Background: an optimization exercise with open tools, aiming at small area, a short achievable clock period and few clock cycles per item. Do not read the settings as production practice. Function was checked by simulation only, so behaviour that the tests miss may differ from the original. Power and IR drop assume default switching activity.

## build 62
==> flow/design.v <==
package r2b_pkg;
  localparam logic [5:0] K_HDR0   = 6'd10;
  localparam logic [5:0] K_M1LAST = 6'd11;
  localparam logic [5:0] K_M2INIT = 6'd15;
  localparam logic [5:0] K_M2LAST = 6'd27;
  localparam logic [5:0] K_RCINC  = 6'd1;
endpackage
import r2b_pkg::*;
module rgb565_to_bmp24_stream_writer (
  input  logic        clk_i,
  input  logic        rst_ni,
  input  logic        pix_valid_i,
  output logic        pix_ready_o,
  input  logic [15:0] pix_rgb565_i,
  output logic        out_valid_o,
  input  logic        out_ready_i,
  output logic [7:0]  out_byte_o,
  output logic        out_last_of_run_o,
  output logic        out_end_of_image_o,
  input  logic        cfg_we_i,
  input  logic [0:0]  cfg_idx_i,
  input  logic [12:0] cfg_data_i
);
  function automatic logic [7:0] scale5(logic [4:0] v);
    logic [2:0] u;
    if (v >= 5'd31)      u = 3'd7;
    else if (v >= 5'd27) u = 3'd6;
    else if (v >= 5'd23) u = 3'd5;
    else if (v >= 5'd18) u = 3'd4;
    else if (v >= 5'd14) u = 3'd3;
    else if (v >= 5'd9)  u = 3'd2;
    else if (v >= 5'd5)  u = 3'd1;
    else                 u = 3'd0;
    scale5 = {v, u};
  endfunction
  function automatic logic [7:0] scale6(logic [5:0] v);
    logic [1:0] t;
    if (v == 6'd63)      t = 2'd3;
    else if (v >= 6'd42) t = 2'd2;
    else if (v >= 6'd21) t = 2'd1;
    else                 t = 2'd0;
    scale6 = {v, t};
  endfunction
  function automatic logic [11:0] clamp_dim(logic [12:0] d);
    clamp_dim[11:1] = d[12] ? 11'd0 : d[11:1];
    clamp_dim[0]    = ~d[12] & (d[0] | (d[11:1] == 11'd0));
  endfunction
  logic [11:0] w_q, h_q;
  always_ff @(posedge clk_i or negedge rst_ni) begin
    if (!rst_ni) begin
      w_q <= 12'd320;
      h_q <= 12'd240;
    end else if (cfg_we_i) begin
      if (cfg_idx_i[0]) h_q <= clamp_dim(cfg_data_i);
      else              w_q <= clamp_dim(cfg_data_i);
    end
  end
  wire [12:0] w_full = {w_q == 12'd0, w_q};
  wire [12:0] h_full = {h_q == 12'd0, h_q};
  logic        nf_q;         
  logic        pb_full_q;    
  logic        nrdy_q;       
  logic        pnew_q;       
  logic [1:0]  ph_q;         
  logic [1:0]  pad_q;        
  logic        hdr_q;        
  logic [5:0]  hidx_q;       
  logic        ov_q;         
  logic        sf_q;         
  logic [15:0] pb_q;
  logic [12:0] acc_q, lo_q;       
  logic        bw_q;              
  logic        qi_q;              
  logic [7:0]  byte_q, sbyte_q;
  logic        last_q, eoi_q, slast_q, seoi_q;
  wire [11:0] cc = lo_q[11:0];
  wire [11:0] rc = acc_q[11:0];
  logic re_q, fe_q;
  wire  first = nf_q | fe_q;
  wire go       = ~sf_q;                     
  wire out_free = ~ov_q | out_ready_i;       
  wire pad_pend = (pad_q != 2'd0);
  wire k_ge10   = (hidx_q >= K_HDR0);
  wire sel_pad = pad_pend;
  wire sel_hdr = ~pad_pend & hdr_q & k_ge10;
  wire sel_pix = ~pad_pend & ~hdr_q & pb_full_q & ~(pnew_q & first);
  wire sel_any = sel_pad | sel_hdr | sel_pix;
  wire sel_g   = sel_pix & ph_q[0];
  wire sel_r   = sel_pix & ph_q[1];
  wire hfree   = hdr_q & ~k_ge10;
  wire hstep   = hfree | (go & sel_hdr);
  wire init1 = pnew_q & first;
  wire m1    = (hidx_q <= K_M1LAST);
  wire m2    = (hidx_q > K_M2INIT) && (hidx_q <= K_M2LAST);
  wire mstep = hstep & (m1 | m2);
  wire init2 = hstep & (hidx_q == K_M2INIT);
  wire hlast = hstep & (hidx_q == 6'd63);
  wire mask3 = (hidx_q == K_M1LAST - 6'd1) | (hidx_q == K_M2LAST - 6'd1);
  wire bw_n  = (lo_q[0] & (~lo_q[2] | bw_q)) | (~lo_q[2] & bw_q);
  wire qi_n  = ~lo_q[1] ^ (~lo_q[3] & ~mask3) ^ bw_n;
  wire [13:0] msum = {1'b0, acc_q} + ({14{qi_q}} & {1'b0, h_full});
  wire cc_adv  = pnew_q & ~first;
  wire lo_load = init1 | init2 | hlast | (cc_adv & re_q);
  wire [11:0] inc_in  = hdr_q ? ~h_q : (re_q ? rc : cc);
  wire [11:0] inc_out = inc_in + 12'd1;
  always_ff @(posedge clk_i) begin
    if (init1 | init2) begin
      acc_q <= init1 ? 13'd13 : 13'd0;      
      bw_q  <= 1'b0;
      qi_q  <= w_full[0] ^ w_full[2];
    end else if (mstep) begin
      acc_q <= msum[13:1];
      bw_q  <= bw_n;
      qi_q  <= qi_n;
    end else if (hlast | (cc_adv & re_q)) begin
      acc_q <= {1'b0, inc_out};
    end
    if (lo_load)     lo_q <= ~w_full;
    else if (mstep)  lo_q <= {msum[0], lo_q[12:1]};
    else if (cc_adv) lo_q <= {lo_q[12], inc_out};
  end
  wire [24:0] prod = {acc_q, lo_q[12:1]};
  function automatic logic [7:0] size_byte(logic [24:0] p, logic [1:0] k, logic lsb1);
    case (k)
      2'd0:    size_byte = {p[5:0], lsb1, 1'b0};
      2'd1:    size_byte = p[13:6];
      2'd2:    size_byte = p[21:14];
      default: size_byte = {6'd0, p[23:22]};
    endcase
  endfunction
  logic [7:0] hdr_byte;
  always_comb begin
    case (hidx_q)
      6'd10: hdr_byte = 8'h42;
      6'd11: hdr_byte = 8'h4D;
      6'd12, 6'd13, 6'd14, 6'd15: hdr_byte = size_byte(prod, hidx_q[1:0], 1'b1);
      6'd20: hdr_byte = 8'd54;
      6'd24: hdr_byte = 8'd40;
      6'd28: hdr_byte = w_full[7:0];
      6'd29: hdr_byte = {3'd0, w_full[12:8]};
      6'd32: hdr_byte = inc_out[7:0];
      6'd33: hdr_byte = {4'hF, inc_out[11:8]};
      6'd34, 6'd35: hdr_byte = 8'hFF;
      6'd36: hdr_byte = 8'd1;
      6'd38: hdr_byte = 8'd24;
      6'd44, 6'd45, 6'd46, 6'd47: hdr_byte = size_byte(prod, hidx_q[1:0], 1'b0);
      default: hdr_byte = 8'h00;
    endcase
  end
  wire       pb_free   = ~pb_full_q | (ph_q[1] & go);
  wire       accept    = pix_valid_i & pb_free;
  wire       pb_full_d = pb_free ? pix_valid_i : pb_full_q;
  wire [1:0] ph_d      = (go & sel_pix) ? (ph_q[1] ? 2'd0 : ph_q + 2'd1) : ph_q;
  wire       sf_d      = ~out_free & (sf_q | sel_any);
  always_ff @(posedge clk_i or negedge rst_ni) begin
    if (!rst_ni) begin
      nf_q       <= 1'b1;
      pb_full_q  <= 1'b0;
      nrdy_q     <= 1'b0;
      pnew_q     <= 1'b0;
      ph_q       <= 2'd0;
      pad_q      <= 2'd0;
      hdr_q      <= 1'b0;
      ov_q       <= 1'b0;
      sf_q       <= 1'b0;
    end else begin
      pnew_q     <= accept;
      pb_full_q  <= pb_full_d;
      nrdy_q     <= pb_full_d & ~(ph_d[1] & ~sf_d);
      ph_q       <= ph_d;
      if (pnew_q) nf_q <= 1'b0;
      if (go) begin
        if (sel_r)        pad_q <= re_q ? w_q[1:0] : 2'd0;
        else if (sel_pad) pad_q <= pad_q - 2'd1;
      end
      if (init1)      hdr_q <= 1'b1;
      else if (hlast) hdr_q <= 1'b0;
      ov_q <= sf_q | (go & sel_any) | ~out_free;
      sf_q <= sf_d;
    end
  end
  always_ff @(posedge clk_i) begin
    if (init1)      hidx_q <= 6'd0;
    else if (hstep) hidx_q <= hidx_q + 6'd1;
  end
  always_ff @(posedge clk_i) begin
    if (pb_free) pb_q <= pix_rgb565_i;
    if (go & sel_g) begin
      re_q <= (cc == 12'hFFE);
      fe_q <= (cc == 12'hFFE) & (rc == 12'hFFF);
    end
  end
  logic [7:0] byte_d;
  logic       last_d, eoi_d;
  wire        pad0 = (w_q[1:0] == 2'd0);
  wire [4:0]  s5_in = ph_q[1] ? pb_q[15:11] : pb_q[4:0];
  always_comb begin
    byte_d = 8'h00;
    last_d = 1'b0;
    eoi_d  = 1'b0;
    if (sel_pad) begin
      last_d = (pad_q == 2'd1);
      eoi_d  = fe_q & (pad_q == 2'd1);
    end else if (hdr_q) begin
      byte_d = hdr_byte;
    end else if (ph_q[0]) begin
      byte_d = scale6(pb_q[10:5]);
    end else begin
      byte_d = scale5(s5_in);
      last_d = ph_q[1] & (~re_q | pad0);
      eoi_d  = ph_q[1] & fe_q & pad0;
    end
  end
  always_ff @(posedge clk_i) begin
    if (~sf_q) begin
      sbyte_q <= byte_d;
      slast_q <= last_d;
      seoi_q  <= eoi_d;
    end
    if (out_free) begin
      byte_q <= sf_q ? sbyte_q : byte_d;
      last_q <= sf_q ? slast_q : last_d;
      eoi_q  <= sf_q ? seoi_q  : eoi_d;
    end
  end
  assign pix_ready_o        = ~nrdy_q;
  assign out_valid_o        = ov_q;
  assign out_byte_o         = byte_q;
  assign out_last_of_run_o  = last_q;
  assign out_end_of_image_o = eoi_q;
endmodule
Settings: LEC_CHECK=0, ABC_CLOCK_PERIOD_IN_PS=2500, CAP_MARGIN=20, CORE_MARGIN=2, CORE_UTILIZATION=40, CTS_BUF_LIST=sky130_fd_sc_hd__clkbuf_8, SLEW_MARGIN=20; clock period 9.0 ns.
standard.sh (not shown) runs the stock make flow with config.mk's settings and CLKGATE_MAP_FILE= SYNTH_SCRIPT=/design/flow/synth_recipe.tcl, a recipe that flattens the netlist after the stock synthesis.
==> flow/flow/run.sh <==
#!/bin/bash
# The standard layout, with plain buffers (buf_1) on the ports instead of the default port
# buffer cell (the resizer still sizes them up where timing needs it), and timing repair
# aiming for 6.3 ns of setup slack.
set -euo pipefail
bash standard.sh "BUFFER_PORTS_ARGS=-buffer_cell sky130_fd_sc_hd__buf_1" SETUP_SLACK_MARGIN=6.3 finish > standard_make.log 2>&1
Testbench counts of build 62, summed over its fixed seeds: cycles 80,551, pixels 25,456.
For build 41, these inputs were changed with respect to build 62:
# build 62
export LEC_CHECK = 0
export ABC_CLOCK_PERIOD_IN_PS = 2500
export CAP_MARGIN = 20
export CORE_MARGIN = 2
export CORE_UTILIZATION = 40
export CTS_BUF_LIST = sky130_fd_sc_hd__clkbuf_8
export SLEW_MARGIN = 20
create_clock -name core_clock -period 9.0 [get_ports {clk_i}]
# build 41
export LEC_CHECK = 0
export ABC_CLOCK_PERIOD_IN_PS = 2500
export CAP_MARGIN = 10
export CORE_MARGIN = 2
export CORE_UTILIZATION = 60
export CTS_BUF_LIST = sky130_fd_sc_hd__clkbuf_8
export SLEW_MARGIN = 10
create_clock -name core_clock -period 9.0 [get_ports {clk_i}]
==> flow/flow/run.sh <==
#!/bin/bash
# The standard layout, with plain buffers (buf_1) on the ports instead of the default port
# buffer cell (the resizer still sizes them up where timing needs it), and timing repair
# aiming for 6.0 ns of setup slack.
set -euo pipefail
bash standard.sh "BUFFER_PORTS_ARGS=-buffer_cell sky130_fd_sc_hd__buf_1" SETUP_SLACK_MARGIN=6.0 finish > standard_make.log 2>&1
Notes after the runs:
Diff build 62 -> build 41: final area down 420 um2, number of gates on the worst path with buffers counted up 7, DRC violations left flat, length of the first detailed-routing pass in iterations fell 3.
Routed wire in build 41 totals less than in build 62.
For the final critical delay including setup and external delays, build 41 came in 120 ps higher than build 62 did.
Build 62 vs build 41, category of the most critical setup path: reg2out vs reg2reg
Build 62 ended up with out_valid_o as its capture point of the critical path; build 41 ended up with byte_q[0]$_DFFE_PN_.
Tightest hold margin across build 62 and build 41: no real change.
Taking build 62 as the reference, in build 41 clock-pin slew on the worst setup and hold paths roughly the same, wire length of the first global-routing pass lower.
Setup changes, build 41 to build 76
# build 41
export LEC_CHECK = 0
export ABC_CLOCK_PERIOD_IN_PS = 2500
export CAP_MARGIN = 10
export CORE_MARGIN = 2
export CORE_UTILIZATION = 60
export CTS_BUF_LIST = sky130_fd_sc_hd__clkbuf_8
export SLEW_MARGIN = 10
create_clock -name core_clock -period 9.0 [get_ports {clk_i}]
# build 76
export LEC_CHECK = 0
export ABC_CLOCK_PERIOD_IN_PS = 2500
export CAP_MARGIN = 20
export CORE_MARGIN = 2
export CORE_UTILIZATION = 40
export CTS_BUF_LIST = sky130_fd_sc_hd__clkbuf_8
export GPL_TIMING_DRIVEN = 1
export SLEW_MARGIN = 20
create_clock -name core_clock -period 9.0 [get_ports {clk_i}]
==> flow/flow/run.sh <==
#!/bin/bash
# The standard layout, with plain buffers (buf_1) on the ports instead of the default port
# buffer cell (the resizer still sizes them up where timing needs it), and timing repair
# aiming for 6.3 ns of setup slack.
set -euo pipefail
bash standard.sh "BUFFER_PORTS_ARGS=-buffer_cell sky130_fd_sc_hd__buf_1" SETUP_SLACK_MARGIN=6.3 finish > standard_make.log 2>&1
Results
- Build 76 ended with every stage complete and zero timing, DRC or antenna violations.
- Finished layout cell area is higher on build 76
- Going from build 41 to build 76, the placed cell area was found to have gone up by 85 um2.
- In the flow results for build 76 and build 41, the utilization after layout is smaller on build 76.
- ~same final-layout setup total negative slack in build 76 and build 41
- Compared with build 41, build 76 has extra setup slack.
- Delta (build 76 minus build 41): overall global routing resource usage lower; die height higher.
diff inputs: build 76 => build 51
# build 76
export LEC_CHECK = 0
export ABC_CLOCK_PERIOD_IN_PS = 2500
export CAP_MARGIN = 20
export CORE_MARGIN = 2
export CORE_UTILIZATION = 40
export CTS_BUF_LIST = sky130_fd_sc_hd__clkbuf_8
export GPL_TIMING_DRIVEN = 1
export SLEW_MARGIN = 20
create_clock -name core_clock -period 9.0 [get_ports {clk_i}]
# build 51
export LEC_CHECK = 0
export ABC_CLOCK_PERIOD_IN_PS = 2500
export CAP_MARGIN = 20
export CORE_MARGIN = 2
export CORE_UTILIZATION = 40
export CTS_BUF_LIST = sky130_fd_sc_hd__clkbuf_8
export SLEW_MARGIN = 20
create_clock -name core_clock -period 9.0 [get_ports {clk_i}]
==> flow/flow/run.sh <==
#!/bin/bash
# The standard layout, with plain buffers (buf_1) on the ports instead of the default port
# buffer cell (the resizer still sizes them up where timing needs it), and timing repair
# aiming for 6.0 ns of setup slack.
set -euo pipefail
bash standard.sh "BUFFER_PORTS_ARGS=-buffer_cell sky130_fd_sc_hd__buf_1" SETUP_SLACK_MARGIN=6.0 finish > standard_make.log 2>&1
--- outcome ---
Every run (build 51 and build 76) finished clean.
In build 51, the fraction of met3 tracks used by global routing came out 0.38 points below the value in build 76.
Slew at the pin with the worst max-slew slack | build 51 above build 76
From build 76 to build 51 the numbers moved as follows: post-detailed-routing wire length went down 0.90%, fraction of layout cells with a size suffix above 1 fell 6.2 points.
Build 51 against build 76: first-pass GRT wire length dropped 0.70%; register-to-register slack dropped 110 ps.

* * *

rgb565_to_bmp24_stream_writer, a different RTL version from the one above (not shown whole).
For scale: roughly 47 I/O pins.
==> flow/config.mk <==
export PLATFORM = sky130hd
export DESIGN_NAME = rgb565_to_bmp24_stream_writer
export DESIGN_NICKNAME = rgb565_to_bmp24_stream_writer
export VERILOG_FILES = /design/flow/design.v
export SDC_FILE = /design/flow/constraint.sdc
export NUM_CORES = 4
export LEC_CHECK = 0
export ABC_CLOCK_PERIOD_IN_PS = 2500
export CAP_MARGIN = 20
export CORE_MARGIN = 2
export CORE_UTILIZATION = 50
export CTS_BUF_LIST = sky130_fd_sc_hd__clkbuf_8
export SLEW_MARGIN = 20
export TNS_END_PERCENT = 0
==> flow/constraint.sdc <==
create_clock -name core_clock -period 9.0 [get_ports {clk_i}]
set_input_delay 1.8000 -clock core_clock [delete_from_list [all_inputs] [get_ports {clk_i}]]
set_output_delay 1.8000 -clock core_clock [all_outputs]
set_load 0.01 [all_outputs]
==> flow/flow/run.sh <==
#!/bin/bash
# The standard layout, with plain buffers (buf_1) on the ports instead of the default port
# buffer cell (the resizer still sizes them up where timing needs it), and timing repair
# aiming for 6.3 ns of setup slack.
set -euo pipefail
bash standard.sh "BUFFER_PORTS_ARGS=-buffer_cell sky130_fd_sc_hd__buf_1" SETUP_SLACK_MARGIN=6.3 finish > standard_make.log 2>&1
Testbench counts at the start, summed over its fixed seeds: cycles 80,551, pixels 25,456.
Edit:
==> flow/flow/run.sh (replaced) <==
#!/bin/bash
# The standard layout, with plain buffers (buf_1) on the ports instead of the default port
# buffer cell (the resizer still sizes them up where timing needs it), and timing repair
# aiming for 6.4 ns of setup slack.
set -euo pipefail
bash standard.sh "BUFFER_PORTS_ARGS=-buffer_cell sky130_fd_sc_hd__buf_1" SETUP_SLACK_MARGIN=6.4 finish > standard_make.log 2>&1
- CORE_UTILIZATION: 50 -> 40
After rerunning:
- sequential power fell by about 0.7%
- power rose by about 4%
- via count rose by 1.2%
- synthesized area does not change
- routed wire length rose by 1.0%
- combinational power rose by about 3%
- die area rose by about 24%
- clock-buffer cell count is unchanged
- non-clock buffer count rose by 9
- worst hold slack is worse by 0.0070 ns
- worst setup slack is better by 0.14 ns
Edit:
==> flow/flow/run.sh (replaced) <==
#!/bin/bash
# The standard layout, with plain buffers (buf_1) on the ports instead of the default port
# buffer cell (the resizer still sizes them up where timing needs it), and timing repair
# aiming for 6.3 ns of setup slack.
set -euo pipefail
bash standard.sh "BUFFER_PORTS_ARGS=-buffer_cell sky130_fd_sc_hd__buf_1" SETUP_SLACK_MARGIN=6.3 finish > standard_make.log 2>&1
- CAP_MARGIN: 20 -> 5
- SLEW_MARGIN: 20 -> 5
After rerunning:
- final area decreases by 3.2%
- sequential power stays flat
- sequential share of layout area came out higher by 1.2 points
- setup slack got worse by 0.033 ns
Edit:
- CAP_MARGIN: 5 -> 20
- SLEW_MARGIN: 5 -> 20
- TNS_END_PERCENT: 0 -> unset
The new run completed without violations.
Power came out higher slightly.
Setup slack improved by 0.013 ns.
Cell area came out higher by a few percent.
Maximum frequency came out higher slightly.
Core utilization came out higher by 1.3 points.
Routed wire length came out higher slightly.
Worst hold slack barely changes.
Die area does not change.
Sequential cell count does not change.
Synthesized cell count is unchanged.
Sequential share of layout area came out lower by 1.1 points.
Edit:
- TNS_END_PERCENT: unset -> 0
Outcome: The changed run completed with no timing, DRC or antenna violations. Clock skew hardly moves. First-iteration DRC count shrinks by a little under a tenth. Final area went down by a few percent. Area after synthesis stays the same.

## static timing again, ports no longer ideal
The results above use ideal ports. As a check the final layouts listed here were re-extracted and re-timed, cells and wires unchanged. Step 1 assumes that a clkbuf_16 drives the clock port and a buf_2 every other input. Step 2 adds t to the input delays and takes it off the output delays; t is the mean of the earliest and latest rising clock arrival at the registers after step 1. Input paths then give back, and output paths get back, about the clock's delay inside the block. a / b / c = ideal / step 1 / step 2; a / b = the first two.
| run | t (ns) | setup slack, ns | slew at the worst register clock pin (ns) |
|---|---|---|---|
| build 62 | 0.423 | 6.257 / 6.219 / 6.025 | 0.10 / 0.10 |
| build 41 | 0.430 | 6.136 / 6.136 / 6.039 | 0.11 / 0.11 |
| build 76 | 0.423 | 6.257 / 6.219 / 6.025 | 0.10 / 0.10 |
| build 51 | 0.424 | 6.186 / 6.186 / 6.021 | 0.10 / 0.10 |
| the first run of note 2 | 0.431 | 6.147 / 6.147 / 6.132 | 0.11 / 0.11 |
| the second run of note 2 | 0.418 | 6.288 / 6.251 / 6.142 | 0.11 / 0.11 |
| the third run of note 2 | 0.432 | 6.255 / 6.215 / 6.119 | 0.11 / 0.11 |
| the fourth run of note 2 | 0.429 | 6.267 / 6.229 / 6.116 | 0.11 / 0.11 |
| the fifth run of note 2 | 0.432 | 6.255 / 6.215 / 6.119 | 0.11 / 0.11 |
After both steps setup and hold are still met in every run listed.
